What follows belongs to an exercise in optimizing a design on an open flow for small area, a short achievable clock period and few clock cycles per item; a production flow would make more cautious choices.
Only simulation tests tie the RTL to the original design; equivalence was not proved.
No activity file was given, so power comes from the tool's default toggle rates.

==> design.v <==
module bin_window #(
	parameter int  W          = 16,                  
	parameter int  SIDE       = 2,                   
	parameter int  BIN_W      = 16,                  
	parameter bit  COUNT      = 1'b1                 
)(
	input  logic                      clk,
	input  logic                      rst_n,
	input  logic                      shift,         
	input  logic                      first,         
	input  logic                      last,          
	input  logic [W-1:0]              sample,
	output logic [(2*SIDE+1)*W-1:0]   window,        
	output logic                      win_valid,     
	output logic [BIN_W-1:0]          center_bin,    
	output logic                      center_ok,     
	output logic                      frame_start,   
	output logic                      eop_seen       
);
	localparam int NWIN = 2*SIDE + 1;
	always_ff @(posedge clk)
	begin
		if (shift)
		begin
			for (int i = 0; i < NWIN-1; i++)
			begin
				if (first)
					window[i*W +: W] <= '0;                    
				else
					window[i*W +: W] <= window[(i+1)*W +: W];  
			end
			window[(NWIN-1)*W +: W] <= sample;             
		end
	end
	if (COUNT)
	begin : g_count
		logic [BIN_W-1:0] cnt;                       
		logic [BIN_W-1:0] bin_idx;                   
		logic             eop_d1;                    
		assign bin_idx = first ? '0 : cnt;
		always_ff @(posedge clk or negedge rst_n)
		begin
			if (!rst_n)
			begin
				cnt         <= '0;
				win_valid   <= 1'b0;
				frame_start <= 1'b0;
				eop_d1      <= 1'b0;
				eop_seen    <= 1'b0;
			end
			else
			begin
				if (shift)
					cnt <= bin_idx + 1'b1;           
				win_valid   <= shift;
				frame_start <= shift & first;
				eop_d1      <= shift & last;
				eop_seen    <= eop_d1;               
			end
		end
		assign center_bin = cnt - (SIDE + 1);        
		assign center_ok  = cnt > SIDE;              
	end
	else
	begin : g_nocount
		assign win_valid   = 1'b0;                   
		assign center_bin  = '0;
		assign center_ok   = 1'b0;
		assign frame_start = 1'b0;
		assign eop_seen    = 1'b0;
	end
endmodule
module range_peak_tracker #(
	parameter int MAG_W = 24,                        
	parameter int PHS_W = 16,                        
	parameter int BIN_W = 16,                        
	parameter int SIDE  = 2,                         
	parameter int LO    = 0,                         
	parameter int HI    = 12                         
)(
	input  logic                          clk,
	input  logic                          rst_n,
	input  logic                          frame_start,  
	input  logic                          win_valid,    
	input  logic                          center_ok,    
	input  logic [BIN_W-1:0]              center_bin,
	input  logic [(2*SIDE+1)*MAG_W-1:0]   win_mag,
	input  logic [(2*SIDE+1)*PHS_W-1:0]   win_phs,
	output logic [BIN_W-1:0]              peak_bin,     
	output logic [(2*SIDE+1)*MAG_W-1:0]   peak_mag,
	output logic [(2*SIDE+1)*PHS_W-1:0]   peak_phs
);
	logic in_range;                                  
	logic higher;                                    
	logic take;                                      
	assign in_range = (center_bin >= LO) && (center_bin < HI);
	assign higher   = win_mag[SIDE*MAG_W +: MAG_W] > peak_mag[SIDE*MAG_W +: MAG_W];  
	assign take     = win_valid & center_ok & in_range & higher;
	always_ff @(posedge clk or negedge rst_n)
	begin
		if (!rst_n)
		begin
			peak_bin <= LO;                          
			peak_mag <= '0;
		end
		else if (frame_start)
		begin
			peak_bin <= LO;
			peak_mag <= '0;                          
		end
		else if (take)
		begin
			peak_bin <= center_bin;
			peak_mag <= win_mag;                     
		end
	end
	always_ff @(posedge clk)
	begin
		if (frame_start)
			peak_phs <= '0;
		else if (take)
			peak_phs <= win_phs;                     
	end
endmodule
module peak_report_serializer #(
	parameter int MAG_W    = 24,                     
	parameter int PHS_W    = 16,                     
	parameter int BIN_W    = 16,                     
	parameter int MAG_HI_W = 16,                     
	parameter int SIDE     = 2,                      
	parameter int NPEAKS   = 3                       
)(
	input  logic                                 clk,
	input  logic                                 rst_n,
	input  logic                                 eop_seen,   
	input  logic [NPEAKS*BIN_W-1:0]              peak_bin,
	input  logic [NPEAKS*(2*SIDE+1)*MAG_W-1:0]   peak_mag,
	input  logic [NPEAKS*(2*SIDE+1)*PHS_W-1:0]   peak_phs,
	output logic                                 busy,       
	output logic                                 source_valid,
	output logic                                 source_sop,
	output logic                                 source_eop,
	output logic [31:0]                          source_data
);
	localparam int NWIN = 2*SIDE + 1;
	localparam int PK_W = (NPEAKS > 1) ? $clog2(NPEAKS) : 1;
	localparam int SL_W = (NWIN > 1) ? $clog2(NWIN) : 1;
	logic            run;                            
	logic            go;                             
	logic            in_hdr;                         
	logic [SL_W-1:0] slot;                           
	logic [PK_W-1:0] pk_idx;                         
	logic            first_word;
	logic            last_word;
	logic [31:0]     next_word;
	logic [MAG_W-1:0] sel_mag;
	logic [MAG_W-1:0] ctr_mag;
	logic [PHS_W-1:0] sel_phs;
	logic [BIN_W-1:0] sel_bin;
	assign go         = eop_seen | run;              
	assign first_word = in_hdr && (pk_idx == '0);
	assign last_word  = !in_hdr && (slot == SL_W'(NWIN - 1)) &&
		(pk_idx == PK_W'(NPEAKS - 1));
	always_ff @(posedge clk or negedge rst_n)
	begin
		if (!rst_n)
		begin
			run    <= 1'b0;
			in_hdr <= 1'b1;
			slot   <= '0;
			pk_idx <= '0;
		end
		else if (go)
		begin
			run <= !last_word;                       
			if (in_hdr)
				in_hdr <= 1'b0;                      
			else if (slot == SL_W'(NWIN - 1))
			begin
				slot   <= '0;
				in_hdr <= 1'b1;
				if (last_word)
					pk_idx <= '0;                    
				else
					pk_idx <= pk_idx + 1'b1;
			end
			else
				slot <= slot + 1'b1;
		end
	end
	assign sel_bin = peak_bin[pk_idx*BIN_W +: BIN_W];
	assign ctr_mag = peak_mag[(pk_idx*NWIN + SIDE)*MAG_W +: MAG_W];
	assign sel_mag = peak_mag[(pk_idx*NWIN + slot)*MAG_W +: MAG_W];
	assign sel_phs = peak_phs[(pk_idx*NWIN + slot)*PHS_W +: PHS_W];
	always_comb
	begin
		if (in_hdr)
			next_word = {sel_bin, ctr_mag[MAG_W-1 -: MAG_HI_W]};     
		else
			next_word = {sel_mag[MAG_W-1 -: MAG_HI_W], sel_phs};     
	end
	always_ff @(posedge clk or negedge rst_n)
	begin
		if (!rst_n)
		begin
			source_valid <= 1'b0;
			source_sop   <= 1'b0;
			source_eop   <= 1'b0;
		end
		else
		begin
			source_valid <= go;                      
			source_sop   <= go & first_word;
			source_eop   <= go & last_word;
		end
	end
	always_ff @(posedge clk)
	begin
		if (go)
			source_data <= next_word;
	end
	assign busy = eop_seen | run | source_valid;    
endmodule
module peak_detect (
	input  logic        clk,
	input  logic        rst_n,
	input  logic        sink_valid,
	input  logic        sink_sop,
	input  logic        sink_eop,
	input  logic [23:0] sink_mag,                    
	input  logic [15:0] sink_phase,                  
	output logic        sink_ready,                  
	output logic        source_valid,
	output logic        source_sop,
	output logic        source_eop,
	output logic [31:0] source_data
);
	localparam int MAG_W  = 24;                      
	localparam int PHS_W  = 16;                      
	localparam int BIN_W  = 16;                      
	localparam int SIDE   = 2;                       
	localparam int NPEAKS = 3;                       
	localparam int NWIN   = 2*SIDE + 1;
	localparam int BORDER0 = 0;                      
	localparam int BORDER1 = 12;
	localparam int BORDER2 = 24;
	localparam int BORDER3 = 36;
	logic                      accept;               
	logic                      eop_hold;             
	logic                      busy;
	logic [NWIN*MAG_W-1:0]     win_mag;
	logic [NWIN*PHS_W-1:0]     win_phs;
	logic                      win_valid;
	logic [BIN_W-1:0]          center_bin;
	logic                      center_ok;
	logic                      frame_start;
	logic                      eop_seen;
	logic [NPEAKS*BIN_W-1:0]        pk_bin;
	logic [NPEAKS*NWIN*MAG_W-1:0]   pk_mag;
	logic [NPEAKS*NWIN*PHS_W-1:0]   pk_phs;
	assign accept     = sink_valid & sink_ready;
	assign sink_ready = !(eop_hold | busy);          
	always_ff @(posedge clk or negedge rst_n)
	begin
		if (!rst_n)
			eop_hold <= 1'b0;
		else if (accept && sink_eop)
			eop_hold <= 1'b1;
		else if (eop_seen)
			eop_hold <= 1'b0;                        
	end
	bin_window #(.W(MAG_W), .SIDE(SIDE), .BIN_W(BIN_W), .COUNT(1'b1)) mag_window (
		.clk(clk), .rst_n(rst_n), .shift(accept), .first(sink_sop), .last(sink_eop),
		.sample(sink_mag), .window(win_mag), .win_valid(win_valid),
		.center_bin(center_bin), .center_ok(center_ok), .frame_start(frame_start),
		.eop_seen(eop_seen));
	bin_window #(.W(PHS_W), .SIDE(SIDE), .BIN_W(BIN_W), .COUNT(1'b0)) phs_window (
		.clk(clk), .rst_n(rst_n), .shift(accept), .first(sink_sop), .last(sink_eop),
		.sample(sink_phase), .window(win_phs), .win_valid(), .center_bin(),
		.center_ok(), .frame_start(), .eop_seen());    
	range_peak_tracker #(.MAG_W(MAG_W), .PHS_W(PHS_W), .BIN_W(BIN_W), .SIDE(SIDE),
		.LO(BORDER0), .HI(BORDER1)) tracker_0 (
		.clk(clk), .rst_n(rst_n), .frame_start(frame_start), .win_valid(win_valid),
		.center_ok(center_ok), .center_bin(center_bin), .win_mag(win_mag),
		.win_phs(win_phs), .peak_bin(pk_bin[0*BIN_W +: BIN_W]),
		.peak_mag(pk_mag[0*NWIN*MAG_W +: NWIN*MAG_W]),
		.peak_phs(pk_phs[0*NWIN*PHS_W +: NWIN*PHS_W]));
	range_peak_tracker #(.MAG_W(MAG_W), .PHS_W(PHS_W), .BIN_W(BIN_W), .SIDE(SIDE),
		.LO(BORDER1), .HI(BORDER2)) tracker_1 (
		.clk(clk), .rst_n(rst_n), .frame_start(frame_start), .win_valid(win_valid),
		.center_ok(center_ok), .center_bin(center_bin), .win_mag(win_mag),
		.win_phs(win_phs), .peak_bin(pk_bin[1*BIN_W +: BIN_W]),
		.peak_mag(pk_mag[1*NWIN*MAG_W +: NWIN*MAG_W]),
		.peak_phs(pk_phs[1*NWIN*PHS_W +: NWIN*PHS_W]));
	range_peak_tracker #(.MAG_W(MAG_W), .PHS_W(PHS_W), .BIN_W(BIN_W), .SIDE(SIDE),
		.LO(BORDER2), .HI(BORDER3)) tracker_2 (
		.clk(clk), .rst_n(rst_n), .frame_start(frame_start), .win_valid(win_valid),
		.center_ok(center_ok), .center_bin(center_bin), .win_mag(win_mag),
		.win_phs(win_phs), .peak_bin(pk_bin[2*BIN_W +: BIN_W]),
		.peak_mag(pk_mag[2*NWIN*MAG_W +: NWIN*MAG_W]),
		.peak_phs(pk_phs[2*NWIN*PHS_W +: NWIN*PHS_W]));
	peak_report_serializer #(.MAG_W(MAG_W), .PHS_W(PHS_W), .BIN_W(BIN_W), .MAG_HI_W(16),
		.SIDE(SIDE), .NPEAKS(NPEAKS)) serializer_i (
		.clk(clk), .rst_n(rst_n), .eop_seen(eop_seen), .peak_bin(pk_bin),
		.peak_mag(pk_mag), .peak_phs(pk_phs), .busy(busy), .source_valid(source_valid),
		.source_sop(source_sop), .source_eop(source_eop), .source_data(source_data));
endmodule
==> run.sh <==
#!/bin/bash
# synth_recipe.tcl (not shown) runs the flow's synth.tcl, then flattens the netlist and writes it again
# the make line also repeats each setting of config.mk as NAME=value (left out here)
make -C /OpenROAD-flow-scripts/flow DESIGN_CONFIG=/design/flow/config.mk WORK_HOME=/design/flow/orfs CLKGATE_MAP_FILE= SYNTH_SCRIPT=/design/flow/synth_recipe.tcl finish
==> config.mk <==
export PLATFORM = sky130hd
export DESIGN_NAME = peak_detect
export DESIGN_NICKNAME = peak_detect
export VERILOG_FILES = /design/flow/design.v
export SDC_FILE = /design/flow/constraint.sdc
export NUM_CORES = 4
export LEC_CHECK = 0
export CAP_MARGIN = 20
export CORE_MARGIN = 2
export CORE_UTILIZATION = 40
export SLEW_MARGIN = 20
==> constraint.sdc <==
create_clock -name core_clock -period 5.0 [get_ports {clk}]
set_input_delay 1.0000 -clock core_clock [delete_from_list [all_inputs] [get_ports {clk}]]
set_output_delay 1.0000 -clock core_clock [all_outputs]
set_load 0.01 [all_outputs]
==> flow_summary_export.csv <==
group,metric,value,unit
run_status,status,"no timing/DRC/antenna violations",
grt,first_global_vias,36300,
synth,synth_area,51800,µm²
cts,clk_latency,0.73,ns
finish,syn_to_final_growth,12.0,%
synth,syn-instance-count,4518,
critical_path,reg2regPathDepth,9,
critical_path,reg2reg_slack,0.83,ns
critical_path,worstSetupPathType,"reg -> reg",
die,fp-row-count,132,
grt,grt_max_degree,159,
drt,via_count,36400,
pwr,leakage,23.8,nW
placement,port_buffers,80,
sta,finalSetupViolations,0,
sta,finalCritPeriodShare,83.4,%
grt,antenna_found_initial,6,
sta,fmax,0.240,GHz
sta,fin_tns_setup,0,ns
synth,synth_edf_count,232,
sta,layout_min_cycle_time,4.17,ns
cts,post_cts_buffers,0,
cts,cts_buffer_depth,3,
hold_path,hold_class,"in -> async",
cts,cts.sinks,903,
sta,worstMarginPinSlew,1.21,ns
finish,drive_above_1_share,13.1,%
cts,cts.clk_slew.worst_paths,0.06,ns
grt,grt.total_usage,24.0,%
cts,cts-root-buf,"clkbuf_16",
die,start_util,40.1,%
sta,slew_violations,0,
placement,gp_congestion,0.936,
drt,routed_wl,160,mm
synth,ys.flop_type,"dfrtp_1",
drt,ant_nets,0,
critical_path,crit_required,5.48,ns
synth,postSynthAreaPerCell,11.5,µm²
cts,cts_tree,"built",
drt,vias_per_cell,5.78,
cts,cts_hold_buf,0,
cts,cts_resized,0,
die,ioPinCount,81,
finish,final_common_cell,"mux2i_1",
drt,detail_route.first_pass.iterations,5,
run,cap_violations,0,
drt,first_iter_violations,3436,
sta,rsz0062_at_grt,"false",
cts,cts_buffers,101,
sta,fin_skew,0.0389,ns
synth,synth_seq_cells,903,
grt,overflow,0,
die,die_y,364,µm
critical_path,reg2reg_from,"serializer_i.pk_idx[0]",
sta,hold_violations,0,
synth,synthDistinctLibCells,65,
die,die_w,364,µm
critical_path,endpoint_kind,"flop",
pwr,ir_worst_vdd,0.00105,V
cts,h-tree-depth,3,
finish,layout_common_cells,"mux2i_1, nand2b_1, dfrtp_1",
finish,finalNetCount,4601,
drt,post_drt_wl_per_cell,25.4,µm
synth,synthesis.yosys.warnings,7,
synth,synth_fp_nets,4657,
sta,slew_headroom,19.4,%
synth,async_reset_ff_share,47.7,%
sta,holdWs,0.324,ns
grt,grt_pass1_wl,241,mm
pwr,powerDensity,686,nW/µm²
critical_path,cp-start-kind,"flop",
synth,ys_seq_area_share,43.5,%
die,core_area,129000,µm²
drt,drc,0,
die,die_area,133000,µm²
placement,place_hpwl,106,mm
critical_path,worstPathArrival,4.65,ns
critical_path,worstPathMaxFanout,40,
critical_path,timing.rr.end,"serializer_i.source_data[19]",
[stage by stage]
stage | instance area, µm² | total power [mW] | worst slack, ns | std cells | util (%)
3_5_place_dp | 54800 | 32.3 | 0.800 | 6101 | 42.4
5_1_grt | 58100 | 41.6 | 0.681 | 6290 | 45.0
2_1_floorplan | 51900 | 24.6 | 0.128 | 4518 | -
3_3_place_gp | 54800 | 32.0 | 0.813 | 6101 | 42.4
6_report | 58100 | 39.9 | 0.829 | 6293 | 45.0
4_1_cts | 58100 | 39.8 | 0.806 | 6290 | 45.0
[cell families (layout without fill, tap and decap cells)]
| kind of cell | count (synthesis) | count (layout) | share of synthesized area (%) |
|---|---|---|---|
| simple gates | 1351 | 1351 | 15.3 |
| mux | 1182 | 1182 | 28.5 |
| flops | 903 | 903 | 43.5 |
| compound gates | 519 | 519 | 6.22 |
| buf+inv | 448 | 478 | 3.75 |
| fa+ha+maj | 94 | 94 | 2.30 |
| xor+xnor | 21 | 21 | 0.355 |
| other cells | 0 | 3 | 0 |
[worst max-delay path by stage]
stage          slack [ns]                           end              startpoint
6_report             0.83  serializer_i.source_data[19]  serializer_i.pk_idx[0]
5_1_grt              0.68  serializer_i.source_data[26]  serializer_i.pk_idx[0]
4_1_cts              0.81  serializer_i.source_data[24]  serializer_i.pk_idx[0]
3_3_place_gp         0.81  serializer_i.source_data[24]  serializer_i.pk_idx[0]
3_5_place_dp         0.80  serializer_i.source_data[19]  serializer_i.pk_idx[0]
2_1_floorplan        0.13  serializer_i.source_data[24]  serializer_i.pk_idx[0]
[layout make-up]
class | count | area (µm²)
Clock buffer | 155 | 3000
Timing Repair Buffer | 200 | 2200
Multi-Input combinational cell | 3167 | 27500
Clock inverter | 34 | 264
Antenna cell | 3 | 7.51
Fill cell | 11900 | 71100
Tap cell | 1742 | 2180
Inverter | 89 | 347
Sequential cell | 903 | 22600
[state kept, by name (all words and copies together), names as in the netlist, 2 cells and up]
register	cells
phs_window.window	80
tracker_1.peak_mag	120
serializer_i.slot	3
tracker_1.peak_bin	16
tracker_0.peak_phs	80
mag_window.g_count.cnt	16
tracker_1.peak_phs	80
tracker_2.peak_bin	16
tracker_2.peak_mag	120
tracker_2.peak_phs	80
serializer_i.source_data	32
mag_window.window	120
tracker_0.peak_mag	112
tracker_0.peak_bin	16
serializer_i.pk_idx	2
[synthesized netlist by cell type (86+ instances only)]
master | count | area (µm²)
mux2i_1 | 898 | 8990
dfxtp_1 | 240 | 4800
dfrtp_1 | 426 | 10700
ha_1 | 92 | 1150
o21ai_0 | 200 | 1000
nor2b_1 | 175 | 1090
edfxtp_1 | 232 | 6970
clkbuf_1 | 241 | 905
a21oi_1 | 98 | 490
nand2b_1 | 808 | 5050
nand2_1 | 135 | 507
inv_1 | 86 | 323
mux4_2 | 232 | 5230
[critical path, cell delays in order, from the launching register on]
cell	delay [ns]
dfrtp_4	0.52
ha_4	0.18
fa_4	0.67
ha_4	0.72
buf_12	0.33
mux4_2	0.53
mux4_2	0.47
mux2i_1	0.15
nor2_1	0.06
a221o_1	0.26
[report_power, final]
| group | switching, mW | internal [mW] | leakage [nW] |
|---|---|---|---|
| Clock | 3.17 | 4.24 | 1.60 |
| Combinational | 12.3 | 9.38 | 12.2 |
| Sequential | 1.70 | 9.10 | 10.0 |
| Total | 17.2 | 22.7 | 23.8 |
[routing by layer]
layer / vias to the layer above / global-route usage (%) / wire, µm
li1: 16300 / - / -
met1: 18500 / 33.7 / 71500
met2: 1332 / 37.0 / 71200
met3: 292 / 4.18 / 10200
met4: 2 / 9.37 / 6700
met5: - / 0 / 12
Testbench counts, summed over its fixed seeds: cycles 19,200, frames 320.

-- afterwards: timing with drivers on the ports --
In the flow no input, the clock included, has a driving cell. The finished layout below was timed again as built, in two steps. Step 1: set_driving_cell puts a clkbuf_16 on clk and a buf_2 on each other input, an assumption about the parent block. Step 2 adds t to the input delays and takes it off the output delays; t is the mean of the earliest and latest rising clock arrival at the registers after step 1. Input paths then give back, and output paths get back, about the clock's delay inside the block. a / b / c = ideal ports / drivers / drivers and shift; a / b = the first two.
t (ns): 0.788
setup slack, ns: 0.829 / 0.829 / 0.829
worst setup path at the end: register to register
slew at the worst register clock pin (ns): 0.07 / 0.07
worst slew at a driven data input, ns: 0.08
After both steps this run still meets setup and hold. For this run, drivers alone change the setup slack by 0.000 ns; drivers and shift together by 0.000 ns.
